This is an optimization exercise on Yosys and OpenROAD, whose aim is a short achievable clock period and few clock cycles per item, not a production implementation.
Where RTL was checked, it was by simulation tests only, not by an equivalence proof against the original.
The flow treats the clock pin as an ideal source, which a real chip does not have.
Power and IR drop assume default switching activity.

== job 9449 ==
## rx_capture_burst_writer
module rx_capture_burst_writer #(
  parameter int SAMPLE_W   = 16,
  parameter int CHANNELS   = 2,
  parameter int ADDR_W     = 32,
  parameter int BURST_LEN  = 8,
  parameter int FIFO_DEPTH = 16,
  localparam int DATA_W    = SAMPLE_W * CHANNELS,
  localparam int BC_W      = $clog2(BURST_LEN) + 1
) (
  input  logic              clk_clk,
  input  logic              reset_reset_n,
  input  logic              start,
  input  logic              stop,
  input  logic [ADDR_W-1:0] cfg_base,
  input  logic [ADDR_W-1:0] cfg_words,
  input  logic              in_valid,
  output logic              in_ready,
  input  logic [DATA_W-1:0] in_data,
  output logic [ADDR_W-1:0] avm_address,
  output logic              avm_write,
  output logic [DATA_W-1:0] avm_writedata,
  output logic [BC_W-1:0]   avm_burstcount,
  input  logic              avm_waitrequest,
  output logic              busy,
  output logic [ADDR_W-1:0] wr_ptr,
  output logic [rx_cap_pkg::CNT_W-1:0]  wrap_count,
  output logic              overflow,
  output logic [rx_cap_pkg::CNT_W-1:0]  drop_count
);
  localparam int FW  = $clog2(FIFO_DEPTH) + 1;
  localparam int BSH = $clog2(DATA_W / 8);
  localparam int WA  = ADDR_W - BSH;
  logic              enabled;      
  logic              stop_pend;    
  logic [FW-1:0]     fill;         
  logic [FW-1:0]     unas;         
  logic [BC_W-1:0]   beats_left;   
  logic              cur_last;     
  logic [ADDR_W-1:0] base_q;
  logic [ADDR_W-1:0] words_q;
  logic [ADDR_W-1:0] rem;          
  logic              rem_one;      
  logic [WA-1:0]     waddr;        
  logic [DATA_W-1:0] head;
  logic              start_ev;
  logic              push;
  logic              beat;
  logic              slot;
  logic              have8;
  logic              issue;
  logic              load;
  logic              next_write;
  logic              done;
  logic [BC_W-1:0]   len;
  logic [WA-1:0]     waddr_next;
  ...
clock: 5.5 ns
lec_check: 0
abc_clock_period_in_ps: 2000
cap_margin: 20
core_margin: 2
core_utilization: 40
setup_slack_margin: 3.6
slew_margin: 20
tns_end_percent: 100
run.sh (not shown) runs the stock make flow with config.mk's settings and CLKGATE_MAP_FILE= SYNTH_SCRIPT=/design/flow/synth_recipe.tcl, a recipe that flattens the netlist after the stock synthesis.
Testbench counts of job 9449, summed over its fixed seeds: cycles 19,975, samples 19,015.
For job 5616, these inputs were changed with respect to job 9449:
Settings: TNS_END_PERCENT removed (was 100); SETUP_SLACK_MARGIN removed (was 3.6); ABC_CLOCK_PERIOD_IN_PS removed (was 2000).
Findings:
- Job 5616: flow completed, timing, DRC and antenna clean
- DRC marker count from the first detailed-route iteration sits lower in job 5616 than in job 9449.
- Compared with job 9449, in job 5616 insertion delay to the later sink of the worst-skew pair now sits at about the same level; overall power consumption now sits lower; cell area reported after detailed placement now sits lower.
- Number of cells on the worst reg-to-reg path: job 5616 < job 9449
Setup changes, job 5616 to job 823
Settings: ABC_CLOCK_PERIOD_IN_PS newly set to 2000; SETUP_SLACK_MARGIN newly set to 3.2; TNS_END_PERCENT newly set to 100.
Findings:
- Job 823 vs. job 5616: sequential fraction of total cell area lost 3.0 points; cell area after layout picked up an extra 5.6%; via count picked up an extra about 4.5%; maximum frequency picked up an extra 0.11 GHz.
- Compared to job 5616, job 823 leaves less free space in the core.
- Met1 track demand over resource in global routing: job 823 vs job 5616 up 0.49 points
- | portion of total power attributed to the clock network | higher: job 5616 |
- Final-layout setup total negative slack came out exactly the same in job 5616 and job 823.

* * *

The RTL this note starts from:
==> flow/design.v <==
package rx_cap_pkg;
  typedef enum logic [1:0] {
    IDLE,
    ARM,
    BURST,
    FLUSH
  } state_t;
  localparam int CNT_W = 16;
  function automatic logic [CNT_W-1:0] sat_inc(
    input logic [CNT_W-1:0] v
  );
    sat_inc = (&v) ? v : v + 1'b1;
  endfunction
endpackage
module rx_cap_fifo #(
  parameter int DEPTH = 10,
  parameter int WIDTH = 32
) (
  input  logic             clk,
  input  logic             rst_n,
  input  logic             push,
  input  logic [WIDTH-1:0] wdata,
  input  logic             pop,
  output logic [WIDTH-1:0] rdata
);
  logic [WIDTH-1:0] mem [DEPTH];
  logic [DEPTH-1:0] wp;
  logic [DEPTH-1:0] rp;
  always_ff @(posedge clk) begin
    for (int i = 0; i < DEPTH; i++)
      if (wp[i]) mem[i] <= wdata;
  end
  always_comb begin
    rdata = '0;
    for (int i = 0; i < DEPTH; i++)
      rdata = rdata | (mem[i] & {WIDTH{rp[i]}});
  end
  always_ff @(posedge clk or negedge rst_n) begin
    if (!rst_n) begin
      wp <= DEPTH'(1);
      rp <= DEPTH'(1);
    end else begin
      if (push) wp <= {wp[DEPTH-2:0], wp[DEPTH-1]};
      if (pop)  rp <= {rp[DEPTH-2:0], rp[DEPTH-1]};
    end
  end
endmodule
module rx_capture_burst_writer #(
  parameter int SAMPLE_W   = 16,
  parameter int CHANNELS   = 2,
  parameter int ADDR_W     = 32,
  parameter int BURST_LEN  = 8,
  parameter int FIFO_DEPTH = 9,
  localparam int DATA_W    = SAMPLE_W * CHANNELS,
  localparam int BC_W      = $clog2(BURST_LEN) + 1
) (
  input  logic              clk_clk,
  input  logic              reset_reset_n,
  input  logic              start,
  input  logic              stop,
  input  logic [ADDR_W-1:0] cfg_base,
  input  logic [ADDR_W-1:0] cfg_words,
  input  logic              in_valid,
  output logic              in_ready,
  input  logic [DATA_W-1:0] in_data,
  output logic [ADDR_W-1:0] avm_address,
  output logic              avm_write,
  output logic [DATA_W-1:0] avm_writedata,
  output logic [BC_W-1:0]   avm_burstcount,
  input  logic              avm_waitrequest,
  output logic              busy,
  output logic [ADDR_W-1:0] wr_ptr,
  output logic [rx_cap_pkg::CNT_W-1:0]  wrap_count,
  output logic              overflow,
  output logic [rx_cap_pkg::CNT_W-1:0]  drop_count
);
  localparam int BSH = $clog2(DATA_W / 8);
  localparam int WA  = ADDR_W - BSH;
  localparam int LW  = $clog2(BURST_LEN);
  logic              idle;         
  logic              rdy_n;        
  logic              wr_n;         
  logic              wr_last;      
  logic              wr_mid;       
  logic [ADDR_W-1:0] addr_n;       
  logic [BC_W-1:0]   bc_n;         
  logic              enabled;      
  logic              stop_pend;    
  logic [FIFO_DEPTH-1:0] fill;     
  logic              grp;          
  logic [LW-1:0]     part;         
  logic              rdy_p7;       
  logic              sp_nz;        
  logic              sp_done;      
  logic [BC_W-1:0]   beats_left;   
  logic [WA-1:0]     base_w;       
  logic [BSH-1:0]    base_lo;      
  logic [ADDR_W-1:0] words_q;
  logic [ADDR_W-1:0] words_m2;     
  logic              words_one;    
  logic              wrap_nx;      
  logic [WA-1:0]     waddr;        
  logic [WA-1:0]     wn;           
  logic [DATA_W-1:0] head;
  logic              start_ev;
  logic              push;
  logic              beat;
  logic              slot;
  logic              full;
  logic              issue;
  logic              load;
  logic              next_write;
  logic              done;
  logic              fill_ok;
  logic [BC_W-1:0]   len;
  logic              len_one;
  logic [ADDR_W-1:0] addr_new;
  logic              wrap_nn;      
  logic [WA-1:0]     wn_beat;      
  logic [WA-1:0]     wn_hold;      
  logic [ADDR_W-1:0] ptr_inc;      
  logic [LW-1:0]     part_next;
  logic              cur_last_next;
  logic              stop_pend_next;
  assign overflow   = 1'b0;
  assign drop_count = '0;
  assign start_ev   = start & idle;
  assign push       = in_valid & ~rdy_n;
  assign beat       = ~wr_n & ~avm_waitrequest;
  assign slot       = wr_n | (wr_last & ~avm_waitrequest);
  assign full       = grp | (in_valid & rdy_p7);
  assign issue      = slot & (full | sp_nz);
  assign load       = issue | (wr_mid & ~avm_waitrequest);
  assign next_write = issue | wr_mid | (wr_last & avm_waitrequest);
  assign done       = sp_done & slot;
  assign len        = full ? BC_W'(BURST_LEN) : BC_W'(part);
  assign len_one    = ~grp & (part == LW'(1));
  assign addr_new   = {(wr_n ? waddr : wn), base_lo};
  assign wrap_nn    = wrap_nx ? words_one : (wr_ptr == words_m2);
  assign wn_beat    = wrap_nn ? base_w : wn + 1'b1;
  assign wn_hold    = wrap_nx ? base_w : waddr + 1'b1;
  assign ptr_inc    = wrap_nx ? '0 : wr_ptr + 1'b1;
  always_comb begin
    if (push & ~load)      fill_ok = ~fill[FIFO_DEPTH-3];
    else if (~push & load) fill_ok = 1'b1;
    else                   fill_ok = ~fill[FIFO_DEPTH-2];
  end
  always_comb begin
    if (issue & ~full) part_next = '0;
    else if (push)     part_next = part + 1'b1;
    else               part_next = part;
  end
  always_comb begin
    if (issue)     cur_last_next = len_one;
    else if (beat) cur_last_next = (beats_left == BC_W'(2));
    else           cur_last_next = wr_last;
  end
  assign stop_pend_next = (stop_pend | (stop & ~idle)) & ~done;
  rx_cap_fifo #(
    .DEPTH (FIFO_DEPTH),
    .WIDTH (DATA_W)
  ) u_fifo (
    .clk   (clk_clk),
    .rst_n (reset_reset_n),
    .push  (push),
    .wdata (in_data),
    .pop   (load),
    .rdata (head)
  );
  always_ff @(posedge clk_clk or negedge reset_reset_n) begin
    if (!reset_reset_n) begin
      busy       <= 1'b0;
      idle       <= 1'b1;
      enabled    <= 1'b0;
      in_ready   <= 1'b0;
      rdy_n      <= 1'b1;
      avm_write  <= 1'b0;
      wr_n       <= 1'b1;
      wr_last    <= 1'b0;
      wr_mid     <= 1'b0;
      stop_pend  <= 1'b0;
      fill       <= '0;
      grp        <= 1'b0;
      part       <= '0;
      rdy_p7     <= 1'b0;
      sp_nz      <= 1'b0;
      sp_done    <= 1'b0;
      beats_left <= '0;
    end else begin
      busy      <= start_ev | (~idle & ~done);
      idle      <= ~start_ev & (idle | done);
      enabled   <= start_ev | (enabled & ~stop);
      in_ready  <= start_ev | (enabled & ~stop & fill_ok);
      rdy_n     <= ~start_ev & ~(enabled & ~stop & fill_ok);
      avm_write <= next_write;
      wr_n      <= ~next_write;
      wr_last   <= next_write & cur_last_next;
      wr_mid    <= next_write & ~cur_last_next;
      stop_pend <= stop_pend_next;
      if (push & ~load)      fill <= {fill[FIFO_DEPTH-2:0], 1'b1};
      else if (~push & load) fill <= {1'b0, fill[FIFO_DEPTH-1:1]};
      grp       <= full & ~slot;
      part      <= part_next;
      rdy_p7    <= (start_ev | (enabled & ~stop & fill_ok)) & (part_next == LW'(BURST_LEN - 1));
      sp_nz     <= stop_pend_next & (part_next != '0);
      sp_done   <= stop_pend_next & ~(full & ~slot) & (part_next == '0);
      if (issue)     beats_left <= len;
      else if (beat) beats_left <= beats_left - 1'b1;
    end
  end
  always_ff @(posedge clk_clk or negedge reset_reset_n) begin
    if (!reset_reset_n) begin
      avm_writedata <= '0;
    end else if (!next_write) begin
      avm_writedata <= '0;
    end else if (load) begin
      avm_writedata <= head;
    end
  end
  always_ff @(posedge clk_clk) begin
    if (issue) begin
      bc_n   <= ~len;
      addr_n <= ~addr_new;
    end
    avm_burstcount <= issue ? len : ~bc_n;
    avm_address    <= issue ? addr_new : ~addr_n;
  end
  always_ff @(posedge clk_clk) begin
    words_m2 <= words_q - ADDR_W'(2);
    wn       <= beat ? wn_beat : wn_hold;
    if (idle) begin
      base_w    <= cfg_base[ADDR_W-1:BSH];
      base_lo   <= cfg_base[BSH-1:0];
      words_q   <= cfg_words;
      words_one <= (cfg_words == ADDR_W'(1));
      wrap_nx   <= (cfg_words == ADDR_W'(1));
      waddr     <= cfg_base[ADDR_W-1:BSH];
    end else if (beat) begin
      waddr   <= wn;
      wrap_nx <= wrap_nn;
    end
  end
  always_ff @(posedge clk_clk or negedge reset_reset_n) begin
    if (!reset_reset_n) begin
      wr_ptr     <= '0;
      wrap_count <= '0;
    end else if (start_ev) begin
      wr_ptr     <= '0;
      wrap_count <= '0;
    end else if (beat) begin
      wr_ptr <= ptr_inc;
      if (wrap_nx) wrap_count <= rx_cap_pkg::sat_inc(wrap_count);
    end
  end
endmodule
clock: 5.5 ns
lec_check: 0
abc_clock_period_in_ps: 2000
cap_margin: 20
core_margin: 2
core_utilization: 40
cts_cluster_diameter: 80
cts_cluster_size: 20
setup_slack_margin: 3.6
slew_margin: 20
tns_end_percent: 100
standard.sh (not shown) runs the stock make flow with config.mk's settings and CLKGATE_MAP_FILE= SYNTH_SCRIPT=/design/flow/synth_recipe.tcl, a recipe that flattens the netlist after the stock synthesis.
==> flow/flow/run.sh <==
#!/bin/bash
set -euo pipefail
export POST_CTS_TCL="$PWD/flow/drop_root.tcl"
bash standard.sh > standard_make.log 2>&1
==> flow/flow/drop_root.tcl <==
set block [ord::get_db_block]
set port_net [[$block findBTerm clk_clk] getNet]
set port_loads [$port_net getITerms]
if {[llength $port_loads] == 1} {
  set root [[lindex $port_loads 0] getInst]
  set master [[$root getMaster] getName]
  set out_net ""
  foreach it [$root getITerms] {
    if {[$it isOutputSignal]} { set out_net [$it getNet] }
  }
  if {[string match "sky130_fd_sc_hd__clkbuf_*" $master] && $out_net ne ""} {
    set sinks {}
    set all_bufs 1
    foreach it [$out_net getITerms] {
      if {[$it getInst] eq $root} { continue }
      lappend sinks $it
      if {![string match "sky130_fd_sc_hd__clkbuf_*" [[[$it getInst] getMaster] getName]]} {
        set all_bufs 0
      }
    }
    if {[llength $sinks] >= 1 && [llength $sinks] <= 4 && $all_bufs} {
      foreach it $sinks {
        $it disconnect
        $it connect $port_net
      }
      puts "drop_root: removed [$root getName], port drives [llength $sinks] buffers"
      odb::dbInst_destroy $root
      odb::dbNet_destroy $out_net
    } else {
      puts "drop_root: root [$root getName] drives [llength $sinks] sinks, kept"
    }
  }
}
The baseline completed without violations.
Edit:
==> flow/run.sh (new file) <==
#!/bin/bash
# synth_recipe.tcl (not shown) runs the flow's synth.tcl, then flattens the netlist and writes it again
# the make line also repeats each setting of config.mk as NAME=value (left out here)
make -C /OpenROAD-flow-scripts/flow DESIGN_CONFIG=/design/flow/config.mk WORK_HOME=/design/flow/orfs CLKGATE_MAP_FILE= SYNTH_SCRIPT=/design/flow/synth_recipe.tcl finish
CTS_CLUSTER_DIAMETER = unset   (was 80)
CTS_CLUSTER_SIZE = unset   (was 20)
removed: flow/flow/run.sh
removed: flow/flow/drop_root.tcl
removed: flow/standard.sh
- cell area went up by 2.5%
- routed wire length went up by 0.71%
- global-route usage went up by 0.38 points
- flip-flop and latch count does not change
- clock skew went down by 0.013 ns
- hold slack barely changes
- non-clock buffer count went down by 21
- critical path depth went down by 5
No run of this note included a check of the RTL's function; only the layout flow was run.

re-timing with driven ports:
How much do the figures lean on ideal ports? The routed layouts below were timed once more, with nothing changed but the port constraints.
Step 1 (the two cells are an assumption about what drives the block):
set clk [get_ports {clk_clk}]
set_driving_cell -lib_cell sky130_fd_sc_hd__clkbuf_16 $clk
set_driving_cell -lib_cell sky130_fd_sc_hd__buf_2 [delete_from_list [all_inputs] $clk]
Step 2, shift: input delay + t, output delay - t, t = (earliest + latest rising clock arrival at the registers) / 2. This alone moves slack from input paths to output paths.
a / b / c = no drivers / after step 1 / after step 2; a / b = the first two.
run | t (ns) | slack for setup (ns) | hold slack, ns | worst setup path after step 2
job 9449 | 0.685 | 3.038 / 3.030 / 2.344 | 0.449 / 0.449 / 0.449 | input to register
job 5616 | 0.691 | 2.060 / 1.993 / 1.565 | 0.443 / 0.432 / 0.443 | input to register
job 823 | 0.687 | 2.990 / 2.928 / 2.305 | 0.445 / 0.445 / 0.445 | input to register
the first run of note 2 | 0.520 | 3.155 / 3.096 / 2.647 | 0.413 / 0.413 / 0.413 | input to register
the second run of note 2 | 0.661 | 3.128 / 3.099 / 2.690 | 0.415 / 0.415 / 0.415 | input to register
After both steps every run listed still meets setup and hold. The setup slack of job 9449, which loses most, moves by -0.008 ns with the drivers and by -0.694 ns with both steps.
